Background: an optimization exercise with open tools, aiming at small area, a short achievable clock period and few clock cycles. Do not read the settings as production practice.
RTL that was checked went through simulation tests only; none was proved equivalent to the original.
Power and IR drop assume default switching activity.

// hart_mem_sys
module hart_mem_sys (
    input  logic                   i_clk,
    input  logic                   i_rst_n,
    input  logic [31:0]            i_fetch_addr,
    output logic [31:0]            o_fetch_inst,
    output logic                   o_fetch_busy,
    input  logic                   i_ls_read,
    input  logic                   i_ls_write,
    input  logic [31:0]            i_ls_addr,
    input  logic [31:0]            i_ls_wdata,
    input  logic [1:0]             i_ls_size,
    input  logic                   i_ls_unsigned,
    output logic [31:0]            o_ls_rdata,
    output logic                   o_ls_trap,
    output logic                   o_ls_busy,
    output logic                   o_mem_ren,
    output logic                   o_mem_wen,
    output logic [31:0]            o_mem_addr,
    output logic [31:0]            o_mem_wdata,
    input  logic [31:0]            i_mem_rdata,
    input  logic                   i_mem_valid,
    input  logic                   i_mem_ready
);
For scale: about 270 I/O pins.
==> module ld_sign, before the edit <==
module ld_sign (
    input  logic [3:0] i_sel,     
    input  logic [3:0] i_tops,    
    output logic       o_sign
);
    assign o_sign = |(i_sel & i_tops);
endmodule
==> module hart_mem_sys, before the edit <==
module hart_mem_sys (
    input  logic                   i_clk,
    input  logic                   i_rst_n,
    input  logic [31:0]            i_fetch_addr,
    output logic [31:0]            o_fetch_inst,
    output logic                   o_fetch_busy,
    input  logic                   i_ls_read,
    input  logic                   i_ls_write,
    input  logic [31:0]            i_ls_addr,
    input  logic [31:0]            i_ls_wdata,
    input  logic [1:0]             i_ls_size,
    input  logic                   i_ls_unsigned,
    output logic [31:0]            o_ls_rdata,
    output logic                   o_ls_trap,
    output logic                   o_ls_busy,
    output logic                   o_mem_ren,
    output logic                   o_mem_wen,
    output logic [31:0]            o_mem_addr,
    output logic [31:0]            o_mem_wdata,
    input  logic [31:0]            i_mem_rdata,
    input  logic                   i_mem_valid,
    input  logic                   i_mem_ready
);
    typedef enum logic [1:0] {
        RD_NONE  = 2'd0,
        RD_FETCH = 2'd1,
        RD_LOAD  = 2'd2,
        RD_STORE = 2'd3
    } rd_e;
    rd_e        rd_q, rd_d;
    logic [1:0] off_q;
    logic [1:0] size_q;
    logic       uns_q;
    always_ff @(posedge i_clk) begin
        if (!i_rst_n) rd_q <= RD_NONE;
        else          rd_q <= rd_d;
        off_q  <= i_ls_addr[1:0];
        size_q <= i_ls_size;
        uns_q  <= i_ls_unsigned;
    end
    logic rd_none, rd_f, rd_l, rd_s;
    logic is_byte, is_half, is_word, mis_q;
    assign rd_none = (rd_q == RD_NONE);
    assign rd_f    = (rd_q == RD_FETCH);
    assign rd_l    = (rd_q == RD_LOAD);
    assign rd_s    = (rd_q == RD_STORE);
    assign is_byte = (size_q == 2'd0);
    assign is_half = (size_q == 2'd1);
    assign is_word = size_q[1];
    assign mis_q   = (is_half && off_q[0]) || (is_word && (off_q != 2'b00));
    logic ls_turn_q, ls_turn_d;
    logic ls_sel, word_store, ls_done;
    always_ff @(posedge i_clk) begin
        if (!i_rst_n) ls_turn_q <= 1'b1;
        else          ls_turn_q <= ls_turn_d;
    end
    assign word_store = i_ls_write && i_ls_size[1] && (i_ls_addr[1:0] == 2'b00);
    logic sel_fetch;
    addr_sel_ls u_sel_ls (
        .i_read(i_ls_read), .i_write(i_ls_write), .i_turn(ls_turn_q), .o_sel(ls_sel)
    );
    addr_sel_fetch u_sel_fetch (
        .i_read(i_ls_read), .i_write(i_ls_write), .i_turn(ls_turn_q), .o_sel(sel_fetch)
    );
    assign o_mem_wen  = i_mem_ready && ((rd_none && ls_turn_q && word_store) ||
                                        (rd_s && i_mem_valid && !mis_q));
    assign o_mem_ren  = i_mem_ready && ((rd_none && !(ls_turn_q && word_store)) ||
                                        (rd_l && i_mem_valid));
    addr_mux u_addr_mux (
        .i_ls(i_ls_addr[31:2]), .i_fetch(i_fetch_addr[31:2]),
        .i_sel_ls(ls_sel), .i_sel_fetch(sel_fetch), .o_addr(o_mem_addr[31:2])
    );
    assign o_mem_addr[1:0] = 2'b00;
    assign ls_done = (i_ls_read || i_ls_write) && !o_ls_busy;
    always_comb begin
        rd_d = rd_q;
        if (i_mem_valid) rd_d = RD_NONE;
        if (o_mem_ren) begin
            if (!ls_sel)         rd_d = RD_FETCH;
            else if (i_ls_write) rd_d = RD_STORE;
            else                 rd_d = RD_LOAD;
        end
        ls_turn_d = ls_turn_q;
        if (ls_done || (o_mem_ren && ls_sel && i_ls_read)) ls_turn_d = 1'b0;
        if (!o_fetch_busy) ls_turn_d = 1'b1;
    end
    assign o_fetch_inst = i_mem_rdata;
    assign o_fetch_busy = !(rd_f && i_mem_valid);
    assign o_ls_busy = !(o_mem_wen || ((rd_l || (rd_s && mis_q)) && i_mem_valid));
    assign o_ls_trap = mis_q && rd_q[1];
    logic [3:0] mask, sel_old, sel_own, sel_lo, sel_hi;
    always_comb begin
        if (is_byte)      mask = 4'b0001 << off_q;
        else if (is_half) mask = off_q[1] ? 4'b1100 : 4'b0011;
        else              mask = 4'b1111;
    end
    always_comb begin
        sel_old = 4'b0000;
        sel_own = 4'b1111;
        sel_lo  = 4'b0000;
        sel_hi  = 4'b0000;
        if (rd_s) begin
            sel_old = ~mask;
            sel_own = mask & (is_half ? 4'b0011 : 4'b0001);
            sel_lo  = mask & (is_half ? 4'b0100 : 4'b1110);
            sel_hi  = mask & (is_half ? 4'b1000 : 4'b0000);
        end
    end
    always_comb begin
        for (int k = 0; k < 4; k++) begin
            o_mem_wdata[8*k +: 8] = ({8{sel_old[k]}} & i_mem_rdata[8*k +: 8]) |
                                    ({8{sel_own[k]}} & i_ls_wdata[8*k +: 8]) |
                                    ({8{sel_lo[k]}}  & i_ls_wdata[7:0]) |
                                    ({8{sel_hi[k]}}  & i_ls_wdata[15:8]);
        end
    end
    logic [3:0] lo_sel, sign_b_sel, sign_h_sel;
    logic       sign_b, sign_bh;
    assign lo_sel     = 4'b0001 << off_q;
    assign sign_b_sel = (uns_q || !is_byte) ? 4'b0000 : lo_sel;
    assign sign_h_sel = (uns_q || !is_half) ? 4'b0000 : (off_q[1] ? 4'b1000 : 4'b0010);
    logic [3:0] tops;
    assign tops = {i_mem_rdata[31], i_mem_rdata[23], i_mem_rdata[15], i_mem_rdata[7]};
    ld_sign u_sign_b  (.i_sel(sign_b_sel), .i_tops(tops), .o_sign(sign_b));
    ld_sign u_sign_bh (.i_sel(sign_b_sel | sign_h_sel), .i_tops(tops), .o_sign(sign_bh));
    always_comb begin
        o_ls_rdata[7:0]   = ({8{lo_sel[0]}} & i_mem_rdata[7:0]) |
                            ({8{lo_sel[1]}} & i_mem_rdata[15:8]) |
                            ({8{lo_sel[2]}} & i_mem_rdata[23:16]) |
                            ({8{lo_sel[3]}} & i_mem_rdata[31:24]);
        o_ls_rdata[15:8]  = ({8{!is_byte && !off_q[1]}} & i_mem_rdata[15:8]) |
                            ({8{!is_byte &&  off_q[1]}} & i_mem_rdata[31:24]) |
                            {8{sign_b}};
        o_ls_rdata[31:16] = ({16{is_word}} & i_mem_rdata[31:16]) | {16{sign_bh}};
    end
endmodule
export LEC_CHECK = 0
export ABC_AREA = 1
export CAP_MARGIN = 20
export CORE_MARGIN = 2
export CORE_UTILIZATION = 25
export CTS_BUF_LIST = sky130_fd_sc_hd__clkbuf_2
export PLACE_DENSITY = 0.8
export SETUP_SLACK_MARGIN = 2.5
export SLEW_MARGIN = 20
export SYNTH_HIERARCHICAL = 1
export SYNTH_MINIMUM_KEEP_SIZE = 0
create_clock -name core_clock -period 6.0 [get_ports {i_clk}]
standard.sh (not shown) runs the stock make flow with config.mk's settings and CLKGATE_MAP_FILE= SYNTH_SCRIPT=/design/flow/synth_recipe.tcl, a recipe that flattens the netlist after the stock synthesis.
==> flow/flow/run.sh <==
#!/bin/bash
set -euo pipefail
export BUFFER_PORTS_ARGS="-buffer_cell sky130_fd_sc_hd__buf_1"
bash standard.sh MATCH_CELL_FOOTPRINT=0 finish > standard_flow.log 2>&1
Next try:
--- a/flow/design.v
+++ b/flow/design.v
@@ -38,12 +38,4 @@
 );
     assign o_addr = (i_ls & {30{i_sel_ls}}) | (i_fetch & {30{i_sel_fetch}});
-endmodule
-`timescale 1ns/1ps
-module ld_sign (
-    input  logic [3:0] i_sel,     
-    input  logic [3:0] i_tops,    
-    output logic       o_sign
-);
-    assign o_sign = |(i_sel & i_tops);
 endmodule
 `timescale 1ns/1ps
@@ -169,8 +161,8 @@
     assign sign_b_sel = (uns_q || !is_byte) ? 4'b0000 : lo_sel;
     assign sign_h_sel = (uns_q || !is_half) ? 4'b0000 : (off_q[1] ? 4'b1000 : 4'b0010);
-    logic [3:0] tops;
-    assign tops = {i_mem_rdata[31], i_mem_rdata[23], i_mem_rdata[15], i_mem_rdata[7]};
-    ld_sign u_sign_b  (.i_sel(sign_b_sel), .i_tops(tops), .o_sign(sign_b));
-    ld_sign u_sign_bh (.i_sel(sign_b_sel | sign_h_sel), .i_tops(tops), .o_sign(sign_bh));
+    assign sign_b     = |(sign_b_sel & {i_mem_rdata[31], i_mem_rdata[23],
+                                        i_mem_rdata[15], i_mem_rdata[7]});
+    assign sign_bh    = |((sign_b_sel | sign_h_sel) & {i_mem_rdata[31], i_mem_rdata[23],
+                                                       i_mem_rdata[15], i_mem_rdata[7]});
     always_comb begin
         o_ls_rdata[7:0]   = ({8{lo_sel[0]}} & i_mem_rdata[7:0]) |
Effect: Utilization went up by 0.97 points; register-to-register slack gets worse by 0.03 ns; total power went up by about 0.7%; synthesized cell count went down by 3.2%; cell area went down by 1.1%; sequential power went up by about 0.9%; count of clock-buffer cells in the layout stays the same; wire length went down by about 1%; combinational power went up by about 1%; critical path depth went up by 1; sequential share of layout area barely changes.
Testbench counts after the change, summed over its fixed seeds: cycles 137,032.
No functional check of the RTL was part of the first run of this note.

re-timing with driven ports:
Ports are ideal in the flow. The routed layouts listed here were re-timed in OpenROAD. Step 1 (the two cells are an assumption about what drives the block):
set clk [get_ports {i_clk}]
set_driving_cell -lib_cell sky130_fd_sc_hd__clkbuf_16 $clk
set_driving_cell -lib_cell sky130_fd_sc_hd__buf_2 [delete_from_list [all_inputs] $clk]
Step 2 also shifts input and output timing later by t, the mid clock arrival at the registers, as if the neighbouring blocks saw the same clock. a / b / c = ideal / step 1 / step 2; a / b = the first two.
run | t (ns) | slack for setup (ns) | hold slack, ns | worst setup path at the end | clock arrival spread, ns
the first run | 0.254 | 2.608 / 2.578 / 2.578 | 0.570 / 0.570 / 0.570 | input to output | 0.004 / 0.004
the second run | 0.249 | 2.619 / 2.581 / 2.581 | 0.576 / 0.576 / 0.576 | input to output | 0.001 / 0.001
After both steps setup and hold are still met in every run listed. The setup slack of the second run, which loses most, moves by -0.038 ns with the drivers and by -0.038 ns with both steps.
